Source: an optimization exercise on an open RTL-to-GDS flow (aim: small area and a short achievable clock period). Production flows keep margins and buffers that such runs may drop. The RTL was checked by simulation tests, not by an equivalence proof against the original design. Power is estimated from default activity; no workload was simulated.

`design/flow/design.v`:
```
module fft_frame_buffer #(
  parameter int unsigned DATA_W = 16,
  parameter int unsigned N_LOG2 = 6
) (
  input  logic              clk,
  input  logic              rst,
  input  logic [DATA_W-1:0] sample_in,
  input  logic              sample_valid,
  input  logic              frame_ready,
  output logic [DATA_W-1:0] dataOut,
  output logic              FFT_en,
  output logic              frame_start,
  output logic              overflow
);
  localparam int unsigned N      = 1 << N_LOG2;
  localparam int unsigned ADDR_W = N_LOG2 + 1;
  typedef enum logic {
    IDLE   = 1'b0,
    STREAM = 1'b1
  } state_t;
  state_t              state_q, state_d;
  logic [DATA_W-1:0]   mem [2*N];
  logic [1:0]          full_q, full_d;
  logic                wr_bank_q, rd_bank_q;
  logic [N_LOG2-1:0]   wr_idx_q, rd_idx_q;
  logic                start_c, issue_c, last_c;
  logic                bank_free_c, accept_c, drop_c, wr_last_c;
  logic [ADDR_W-1:0]   wr_addr_c, rd_addr_c;
  function automatic logic [N_LOG2-1:0] bitrev(input logic [N_LOG2-1:0] a);
    bitrev = '0;
    for (int i = 0; i < N_LOG2; i++) begin
      bitrev[i] = a[N_LOG2 - 1 - i];
    end
  endfunction
  always_comb begin
    state_d = state_q;
    start_c = 1'b0;
    issue_c = 1'b0;
    last_c  = 1'b0;
    case (state_q)
      IDLE: begin
        if (full_q[rd_bank_q] && frame_ready) begin
          state_d = STREAM;
          start_c = 1'b1;
        end
      end
      STREAM: begin
        issue_c = 1'b1;
        if (rd_idx_q == N_LOG2'(N - 1)) begin
          last_c  = 1'b1;
          state_d = IDLE;
        end
      end
      default: state_d = IDLE;
    endcase
  end
  always_comb begin
    bank_free_c = !full_q[wr_bank_q] || (last_c && (rd_bank_q == wr_bank_q));
    accept_c    = sample_valid && bank_free_c;
    drop_c      = sample_valid && !bank_free_c;
    wr_last_c   = accept_c && (wr_idx_q == N_LOG2'(N - 1));
    wr_addr_c   = {wr_bank_q, wr_idx_q};
    rd_addr_c   = {rd_bank_q, bitrev(rd_idx_q)};
  end
  always_comb begin
    full_d = full_q;
    for (int b = 0; b < 2; b++) begin
      if (last_c && (rd_bank_q == 1'(b))) begin
        full_d[b] = 1'b0;
      end
      if (wr_last_c && (wr_bank_q == 1'(b))) begin
        full_d[b] = 1'b1;
      end
    end
  end
  always_ff @(posedge clk) begin
    if (rst) begin
      state_q <= IDLE;
    end else begin
      state_q <= state_d;
    end
  end
  always_ff @(posedge clk) begin
    if (rst) begin
      full_q    <= '0;
      wr_bank_q <= 1'b0;
      wr_idx_q  <= '0;
      rd_bank_q <= 1'b0;
      rd_idx_q  <= '0;
      overflow  <= 1'b0;
    end else begin
      full_q <= full_d;
      if (accept_c) begin
        if (wr_last_c) begin
          wr_idx_q  <= '0;
          wr_bank_q <= ~wr_bank_q;
        end else begin
          wr_idx_q <= wr_idx_q + N_LOG2'(1);
        end
      end
      if (drop_c) begin
        overflow <= 1'b1;
        wr_idx_q <= '0;
      end
      if (start_c) begin
        rd_idx_q <= '0;
      end else if (issue_c) begin
        rd_idx_q <= rd_idx_q + N_LOG2'(1);
      end
      if (last_c) begin
        rd_bank_q <= ~rd_bank_q;
      end
    end
  end
  always_ff @(posedge clk) begin
    if (accept_c) begin
      mem[wr_addr_c] <= sample_in;
    end
  end
  always_ff @(posedge clk) begin
    if (rst) begin
      dataOut     <= '0;
      FFT_en      <= 1'b0;
      frame_start <= 1'b0;
    end else begin
      FFT_en      <= issue_c;
      frame_start <= issue_c && (rd_idx_q == '0);
      if (issue_c) begin
        dataOut <= mem[rd_addr_c];
      end
    end
  end
endmodule
```
`design/flow/run.sh`:
```
#!/bin/bash
# synth_recipe.tcl (not shown) runs the flow's synth.tcl, then flattens the netlist and writes it again
# the make line also repeats each setting of config.mk as NAME=value (left out here)
make -C /OpenROAD-flow-scripts/flow DESIGN_CONFIG=/design/flow/config.mk WORK_HOME=/design/flow/orfs CLKGATE_MAP_FILE= SYNTH_SCRIPT=/design/flow/synth_recipe.tcl finish
```
`design/flow/config.mk`:
```
export PLATFORM = sky130hd
export DESIGN_NAME = fft_frame_buffer
export DESIGN_NICKNAME = fft_frame_buffer
export VERILOG_FILES = /design/flow/design.v
export SDC_FILE = /design/flow/constraint.sdc
export NUM_CORES = 4
export LEC_CHECK = 0
export CAP_MARGIN = 20
export CORE_MARGIN = 2
export CORE_UTILIZATION = 40
export PLACE_DENSITY = 0.6
export SLEW_MARGIN = 20
```
`design/flow/constraint.sdc`:
```
create_clock -name core_clock -period 4.5 [get_ports {clk}]
set_input_delay 0.9000 -clock core_clock [delete_from_list [all_inputs] [get_ports {clk}]]
set_output_delay 0.9000 -clock core_clock [all_outputs]
set_load 0.01 [all_outputs]
```
==> results of run 1 <==
## cell type report
type | count | area (µm²)
sequential | 2084 | 62200
clock buffer | 246 | 5460
fill | 16600 | 108000
multi-input combinational | 1433 | 17100
clock inverter | 138 | 1380
inverter | 10 | 37.5
antenna | 8 | 20.0
tap | 2656 | 3320
timing repair buffer | 293 | 2520
## layer usage
metal  vias to the layer above  GRT usage  share of wire
met4                         2     0.0682          0.033
li1                      16300          -              -
met2                      1693      0.325           0.48
met5                         -          0       0.000061
met3                       300     0.0364          0.076
met1                     21400      0.292           0.41
## critical path, stage by stage, from the launching register on
cell and delay, ps:
sky130_fd_sc_hd__dfxtp_4 650, sky130_fd_sc_hd__buf_12 530, sky130_fd_sc_hd__mux4_2 580, sky130_fd_sc_hd__mux2i_1 610, sky130_fd_sc_hd__nor2_1 120, sky130_fd_sc_hd__o221a_2 360, sky130_fd_sc_hd__a31oi_1 400, sky130_fd_sc_hd__a22oi_1 110
## power groups by stage
stage	registers (mW)	logic, mW	clock network (mW)
2_1_floorplan	21.7	0.0586	0
3_3_place_gp	21.7	0.523	0
3_5_place_dp	21.7	0.539	0
4_1_cts	21.3	0.539	17.5
5_1_grt	21.3	0.564	18.3
6_report	21.3	0.532	17.2
## through the flow
step,setup WS (ps),hold WS (ps),total power [mW],instances,cell area [µm²]
CTS,962,487,39.4,6860,92100
detailed placement,754,476,22.3,6476,85300
global route,809,517,40.1,6861,92100
finish,860,490,39.1,6868,92100
global placement,624,460,22.3,6476,85300
floorplan,1270,445,21.8,3744,80700
## final timing paths
check | slack (ps) | cells past startpoint | end
max | 860 | 7 | dataOut[9]
min | 490 | 2 | overflow
max reg2reg | 860 | 7 | dataOut[9]
min reg2reg | 490 | 2 | overflow
## cell usage in the layout (no fill, tap or decap), drive strengths merged, types with 12 or more instances in the layout
| cell | n |
|---|---|
| mux2 | 13 |
| nand2 | 56 |
| buf | 271 |
| a211o | 12 |
| clkdlybuf4s50 | 22 |
| clkinv | 106 |
| mux2i | 287 |
| dfxtp | 36 |
| o22ai | 42 |
| a21oi | 51 |
| clkbuf | 246 |
| a211oi | 16 |
| inv | 14 |
| o21ai | 57 |
| a22oi | 17 |
| o211ai | 12 |
| a2111oi | 12 |
| mux4 | 445 |
| nor2 | 195 |
| a31oi | 15 |
| nand3 | 21 |
| nor3 | 15 |
| edfxtp | 2048 |
| bufinv | 19 |
| o221ai | 38 |
## registers in the layout, indices dropped and copies added, names as in the netlist
signal and cells:
mem 2048, dataOut 16, rd_idx_q 6, wr_idx_q 6
full_q 2, FFT_en 1, frame_start 1, overflow 1
rd_bank_q 1, state_q 1, wr_bank_q 1
## cells by family (layout without fill, tap and decap cells)
kind of cell | after synthesis | in the layout | synth area share
flip-flops | 2084 | 2084 | 0.771
AO/OA/AOI/OAI | 336 | 336 | 0.0291
buffers and inverters | 227 | 687 | 0.0182
XOR/XNOR | 8 | 8 | 0.000868
multiplexers | 745 | 745 | 0.162
AND/OR/NAND/NOR | 341 | 341 | 0.0184
adder cells (fa/ha/maj) | 3 | 3 | 0.000465
other | 0 | 8 | 0
==> out/summary.txt, run 1 <==
status - no timing/DRC/antenna violations
Yosys top cell by area - sky130_fd_sc_hd__edfxtp_1
Via Count - 39700
post_cts resized - 0
number of port buffers - 38
top cells by count, synth - sky130_fd_sc_hd__edfxtp_1, sky130_fd_sc_hd__mux4_2, sky130_fd_sc_hd__mux2i_1
Detailed Place HPWL - 125000 µm
Gate Count Post-Synth - 3744
global-route wire length before repair - 302000 µm
CTS clock-pin slew for the worst setup and hold paths - 70 ps
placement row count - 164
endpoints failing hold - 0
PD cells - 424 nW/µm²
Sinks on Clock Net - 2084
number of max-cap violations - 0
IR Drop Worst-Case VDD - 0.000374 V
number of distinct library cell variants in the gate-level netlist after synthesis - 70
clock tree root buffer cell - sky130_fd_sc_hd__clkbuf_16
post-CTS setup buffers - 0
Switching Fraction - 0.202
TritonCTS clock tree - yes
clock insertion delay at the later pin of the skew report - 870 ps
Layout Nets - 4051
power share of the clock group - 0.441
DR vias/cell - 5.77
Initial Util - 0.403
Boundary Pins - 39
most instantiated flip-flop cell in the synthesis netlist - sky130_fd_sc_hd__edfxtp_1
Leak - 27.5 nW
source of the worst register-to-register timing path - rd_idx_q[5]
overall die height - 453 µm
DIE AREA - 205000 µm²
Hold Path Origin - overflow
DRT antenna net count - 0
critical path data required time - 5200 ps
clock buffer count from CTS - 206
critical path peak fanout - 80
proportion of layout cells with a drive suffix above 1 - 0.261
Core Region - 200000 µm²
EDFF count, synth - 2048
CTS H-tree depth - 4
Seq pwr share - 0.546
Synth async-reset ratio - 0
post-DR wirelength/cell - 30.8 µm
number of antenna violations at the first check in global routing - 8
Routability Congestion - 0.897
synthesis-to-layout area growth - 14.2%
ranking of synthesized cells by area - sky130_fd_sc_hd__edfxtp_1, sky130_fd_sc_hd__mux4_2, sky130_fd_sc_hd__mux2i_1
post-route clock period utilization - 0.809
summed instance area of the synthesized netlist - 80700 µm²
area share of the leading cell type in the synthesized netlist - 0.762
arrival time of data at the critical path endpoint - 4340 ps
unrepaired setup endpoints after global routing - false
largest net degree at the start of global routing - 108
post-layout minimum cycle time - 3640 ps
share of total power in combinational logic - 0.014
Pre-antenna DRT Iters - 6
aggregate routed wire length - 212000 µm
total negative setup slack - 0 ps
DRC viols - 0
category of the critical setup timing path - reg -> reg
floorplan die width - 453 µm
register area share after synthesis - 0.771
final core area utilization - 0.460
All-Layer GR Usage - 0.206
number of warnings printed during yosys synthesis - 1
Clock Path Buffers - 3
average cell area after synthesis - 21.5 µm²
count of final max-slew check failures - 0
Seq cells post-synth - 2084
top achievable clock speed - 275 MHz
kind of end point of the critical path - flop
overall overflow remaining after global route - 0
Hold Crit Class - reg -> reg
number of endpoints failing setup at the final stage - 0
syn_nets - 3767
internal power of the cells - 31.2 mW
power spent charging and discharging nets - 7.92 mW
most used standard cell by instance count after synthesis - sky130_fd_sc_hd__edfxtp_1
launch point of the worst path - rd_idx_q[5]
number of hold buffers added after cts - 0
Slew HR - 0.242
vias in the first global route - 39400
critical path startpoint category - flop
Clock Skews - 59.1 ps
transition time at the pin with the least slew margin - 1130 ps
Iteration-0 DRC Markers - 5133
==> run 2, diff against run 1 <==
==> design/flow/design.v (replaced) <==
module fft_frame_buffer #(
  parameter int unsigned DATA_W = 16,
  parameter int unsigned N_LOG2 = 6
) (
  input  logic              clk,
  input  logic              rst,
  input  logic [DATA_W-1:0] sample_in,
  input  logic              sample_valid,
  input  logic              frame_ready,
  output logic [DATA_W-1:0] dataOut,
  output logic              FFT_en,
  output logic              frame_start,
  output logic              overflow
);
  localparam int unsigned N = 1 << N_LOG2;
  logic                state_q;
  logic [1:0]          full_q, full_d;
  logic                wr_bank_q, rd_bank_q;
  logic [N_LOG2-1:0]   wr_idx_q, rd_idx_q;
  logic                start_c, issue_c, last_c;
  logic                bank_free_c, accept_c, drop_c, wr_last_c;
  logic [DATA_W-1:0]   w_mem [N];
  logic [DATA_W-1:0]   r_mem [N];
  logic [DATA_W-1:0]   sin_q;
  logic                we_q, wl_q;
  logic                wfull_q, rbusy_q;
  logic                load_c;
  logic [N-1:0]        rsel_c;
  logic [DATA_W-1:0]   rdata_c;
  function automatic logic [N_LOG2-1:0] bitrev(input logic [N_LOG2-1:0] a);
    bitrev = '0;
    for (int i = 0; i < N_LOG2; i++) begin
      bitrev[i] = a[N_LOG2 - 1 - i];
    end
  endfunction
  always_comb begin
    issue_c     = state_q;
    last_c      = state_q && (rd_idx_q == N_LOG2'(N - 1));
    start_c     = !state_q && full_q[rd_bank_q] && frame_ready;
    bank_free_c = !full_q[wr_bank_q] || (last_c && (rd_bank_q == wr_bank_q));
    accept_c    = sample_valid && bank_free_c;
    drop_c      = sample_valid && !bank_free_c;
    wr_last_c   = accept_c && (wr_idx_q == N_LOG2'(N - 1));
  end
  always_comb begin
    full_d = full_q;
    for (int b = 0; b < 2; b++) begin
      if (last_c && (rd_bank_q == 1'(b))) begin
        full_d[b] = 1'b0;
      end
      if (wr_last_c && (wr_bank_q == 1'(b))) begin
        full_d[b] = 1'b1;
      end
    end
  end
  always_ff @(posedge clk) begin
    if (rst) begin
      state_q   <= 1'b0;
      full_q    <= '0;
      wr_bank_q <= 1'b0;
      wr_idx_q  <= '0;
      rd_bank_q <= 1'b0;
      rd_idx_q  <= '0;
      overflow  <= 1'b0;
    end else begin
      full_q <= full_d;
      if (start_c) begin
        state_q <= 1'b1;
      end else if (last_c) begin
        state_q <= 1'b0;
      end
      if (accept_c) begin
        wr_idx_q <= wr_idx_q + N_LOG2'(1);
        if (wr_last_c) begin
          wr_bank_q <= ~wr_bank_q;
        end
      end
      if (drop_c) begin
        overflow <= 1'b1;
      end
      if (start_c) begin
        rd_idx_q <= '0;
      end else if (issue_c) begin
        rd_idx_q <= rd_idx_q + N_LOG2'(1);
      end
      if (last_c) begin
        rd_bank_q <= ~rd_bank_q;
      end
    end
  end
  always_ff @(posedge clk) begin
    sin_q <= sample_in;
    if (rst) begin
      we_q <= 1'b0;
      wl_q <= 1'b0;
    end else begin
      we_q <= accept_c;
      wl_q <= wr_last_c;
    end
  end
  always_ff @(posedge clk) begin
    if (we_q) begin
      for (int j = 0; j < N - 1; j++) begin
        w_mem[j] <= w_mem[j + 1];
      end
      w_mem[N-1] <= sin_q;
    end
  end
  assign load_c = wfull_q && (!rbusy_q || last_c);
  always_ff @(posedge clk) begin
    if (rst) begin
      wfull_q <= 1'b0;
      rbusy_q <= 1'b0;
    end else begin
      if (load_c) begin
        wfull_q <= 1'b0;
      end else if (wl_q) begin
        wfull_q <= 1'b1;
      end
      if (load_c) begin
        rbusy_q <= 1'b1;
      end else if (last_c) begin
        rbusy_q <= 1'b0;
      end
    end
  end
  always_ff @(posedge clk) begin
    if (load_c) begin
      for (int j = 0; j < N; j++) begin
        r_mem[j] <= w_mem[j];
      end
    end
  end
  always_comb begin
    rdata_c = '0;
    for (int j = 0; j < N; j++) begin
      rsel_c[j] = (rd_idx_q == bitrev(N_LOG2'(j)));
      rdata_c   = rdata_c | (r_mem[j] & {DATA_W{rsel_c[j]}});
    end
  end
  always_ff @(posedge clk) begin
    dataOut <= rbusy_q ? rdata_c : w_mem[0];
    if (rst) begin
      FFT_en      <= 1'b0;
      frame_start <= 1'b0;
    end else begin
      FFT_en      <= issue_c;
      frame_start <= issue_c && (rd_idx_q == '0);
    end
  end
endmodule
==> run 2 against run 1 <==
Still clean on timing, DRC and antenna. Non-clock buffer count is 104 lower. Worst hold slack worse by 99 ps. Core utilization is 0.60 points higher. Global-route usage is 2.1 points higher. Sequential share of layout area is 9.6 points higher. Routed wire length is 1.7% lower. Die area is 13% lower. Register-to-register slack worse by 90 ps. Final cell count is 12% lower. First-iteration DRC count is 35% higher. Clock skew is 29 ps higher. Via count is 9.0% lower. Largest power group unchanged. Highest routed layer unchanged.
==> out/summary.txt, run 2 <==
Detailed Place HPWL - 134000 µm
EDFF count, synth - 2048
most used standard cell by instance count after synthesis - sky130_fd_sc_hd__edfxtp_1
post-route clock period utilization - 0.830
global-route wire length before repair - 280000 µm
transition time at the pin with the least slew margin - 1270 ps
top achievable clock speed - 268 MHz
post-place setup slack - 951 ps
critical path data required time - 5240 ps
Yosys top cell by area - sky130_fd_sc_hd__edfxtp_1
top cells by count, synth - sky130_fd_sc_hd__edfxtp_1, sky130_fd_sc_hd__a22oi_1, sky130_fd_sc_hd__nor2_1
number of distinct library cell variants in the gate-level netlist after synthesis - 65
critical path startpoint category - flop
largest net degree at the start of global routing - 152
vias in the first global route - 34100
post-layout minimum cycle time - 3730 ps
overall overflow remaining after global route - 0
synthesis-to-layout area growth - 15.8%
most frequent cells in the layout - sky130_fd_sc_hd__edfxtp_1, sky130_fd_sc_hd__a22oi_1, sky130_fd_sc_hd__clkbuf_16, sky130_fd_sc_hd__buf_4, sky130_fd_sc_hd__nand2_1
DRT antenna net count - 0
Routability Congestion - 0.984
Leak - 24.3 nW
Worst path slowest cell - sky130_fd_sc_hd__nor2_2
post-CTS setup buffers - 0
number of filler cells placed in the layout - 14200
Sinks on Clock Net - 2104
post-DR wirelength/cell - 34.4 µm
Slew HR - 0.154
Clock Skews - 87.9 ps
ranking of synthesized cells by area - sky130_fd_sc_hd__edfxtp_1, sky130_fd_sc_hd__a22oi_1, sky130_fd_sc_hd__dfxtp_1
Clock Path Buffers - 3
PD cells - 478 nW/µm²
aggregate routed wire length - 208000 µm
number of max-cap violations - 0
TritonCTS clock tree - yes
Fin Hold WS - 391 ps
Bufs and invs on worst path - 2
proportion of layout cells with a drive suffix above 1 - 0.145
overall die height - 423 µm
Initial Util - 0.403
arrival time of data at the critical path endpoint - 4470 ps
registers with the highest flip-flop counts - r_mem (1024), w_mem (1024)
count of final max-slew check failures - 0
most instantiated flip-flop cell in the synthesis netlist - sky130_fd_sc_hd__edfxtp_1
floorplan die width - 423 µm
post-layout instance area - 81200 µm²
number of warnings printed during yosys synthesis - 3
CTS H-tree depth - 4
Core Region - 174000 µm²
Via Count - 36100
syn_nets - 3294
total negative setup slack - 0 ps
Synth async-reset ratio - 0
number of hold buffers added after cts - 0
Pre-antenna DRT Iters - 6
Layout Nets - 3570
post_cts resized - 0
summed instance area of the synthesized netlist - 70100 µm²
kind of end point of the critical path - flop
DIE AREA - 179000 µm²
clock insertion delay at the later pin of the skew report - 870 ps
CTS clock-pin slew for the worst setup and hold paths - 70 ps
register area share after synthesis - 0.893
clock tree root buffer cell - sky130_fd_sc_hd__clkbuf_16
placement row count - 153
critical path peak fanout - 26
number of endpoints failing setup at the final stage - 0
average cell area after synthesis - 21.4 µm²
worst path cell trace - inv_1 -> ha_2 -> nand3b_1 -> nor2_2 -> buf_4 -> a22oi_1 -> nand4_1 -> nor4_1 -> a31oi_1
status - no timing/DRC/antenna violations
IR Drop Worst-Case VDD - 0.000312 V
area post-placement - 74600 µm²
number of port buffers - 38
area share of the leading cell type in the synthesized netlist - 0.877
DR vias/cell - 5.96
endpoints failing hold - 0
Boundary Pins - 39
Seq cells post-synth - 2104
Final WS setup - 767 ps
Largest stage delay, worst path - 840 ps
Hold Crit Class - reg -> reg
leading cell type in the layout, fill and taps excluded - sky130_fd_sc_hd__edfxtp_1
unrepaired setup endpoints after global routing - false
Gate Count Post-Synth - 3269
DRC viols - 0
category of the critical setup timing path - reg -> reg
clock buffer count from CTS - 198
Iteration-0 DRC Markers - 6954
All-Layer GR Usage - 0.228
critical path's top delay family - simple AND/OR/NAND/NOR gates
number of antenna violations at the first check in global routing - 12
run 2: cell types whose count changed in the layout (fill, tap and decap cells not counted), sizes merged, moves of 20 or more:
cell,previous run,this run
a21oi,51,30
a22o,6,27
a22oi,17,372
and3,2,46
buf,271,151
dfxtp,36,56
mux2i,287,30
mux4,445,0
nand2,56,84
nand4,6,65
nor2,195,106
o21ai,57,10
o221ai,38,1
o22ai,42,2
run 2: final cells by class:
class / instances / area (µm²) / share of cell area
multi-input combinational: 1044 / 7270 / 0.0896
clock buffer: 258 / 5280 / 0.0651
clock inverter: 116 / 1240 / 0.0153
inverter: 8 / 30.0 / 0.000370
tap: 2325 / 2910 / 0.0358
antenna: 9 / 22.5 / 0.000277
timing repair buffer: 189 / 1780 / 0.0219
sequential: 2104 / 62600 / 0.772
run 2: report_power, final:
part	switching [mW]	internal (mW)	leakage, nW
Combinational	0.195	0.0393	3.14
Sequential	0.176	21.7	18.0
Clock	7.42	9.25	3.17
run 2: per-layer routing:
metal / track usage / wire length (µm) / vias up
met5: 0 / 57 / -
met4: 0.116 / 11300 / 10
met3: 0.0785 / 28300 / 558
met2: 0.325 / 89500 / 2926
met1: 0.309 / 79200 / 18500
li1: - / - / 14100
run 2: cell families (layout without fill, tap and decap cells):
| family | Yosys count | in the layout | synth area share |
|---|---|---|---|
| flip-flops | 2104 | 2104 | 0.893 |
| AO/OA/AOI/OAI | 543 | 543 | 0.0589 |
| AND/OR/NAND/NOR | 447 | 447 | 0.0331 |
| buffers and inverters | 121 | 571 | 0.00680 |
| multiplexers | 38 | 38 | 0.00557 |
| XOR/XNOR | 11 | 11 | 0.00137 |
| adder cells (fa/ha/maj) | 5 | 5 | 0.000893 |
| other | 0 | 9 | 0 |
run 2: worst paths after layout:
| kind | from | to | slack (ps) | cells past startpoint |
|---|---|---|---|---|
| worst max register to register | rd_idx_q[0] | dataOut[12] | 770 | 9 |
| worst max-delay path | rd_idx_q[0] | dataOut[12] | 770 | 9 |
| worst min-delay path | w_mem[39][0] | w_mem[38][0] | 390 | 0 |
| worst min register to register | w_mem[39][0] | w_mem[38][0] | 390 | 0 |
run 2: metrics by stage:
step           utilization  total power [mW]  instances
6_report             0.466              38.8       6053
5_1_grt              0.466              39.8       6044
4_1_cts              0.466              39.0       6044
3_5_place_dp         0.429              22.5       5670
3_3_place_gp         0.429              22.5       5670
2_1_floorplan            -              22.4       3269

[afterwards: timing with drivers on the ports]
Ports are ideal in the flow. The routed layouts listed here were re-timed in OpenROAD.
Step 1 assumes that a clkbuf_16 drives the clock port and a buf_2 every other input.
Step 2 times the ports against the registers' clock, not the clock port: input delays grow and output delays shrink by t, the midpoint of the rising clock arrivals with the driver on.
Three values: no drivers, after step 1, after step 2; two values: the first two.
run	t (ns)	setup slack, ns	clock arrival spread, ns	worst register clock-pin slew, ns
run 1	0.923	0.860 / 0.860 / 0.783	0.074 / 0.073	0.07 / 0.07
run 2	0.905	0.767 / 0.767 / 0.767	0.103 / 0.102	0.08 / 0.08
After both steps every run listed still meets setup and hold. For run 1, which loses most, drivers alone change the setup slack by 0.000 ns; drivers and shift together by -0.077 ns.
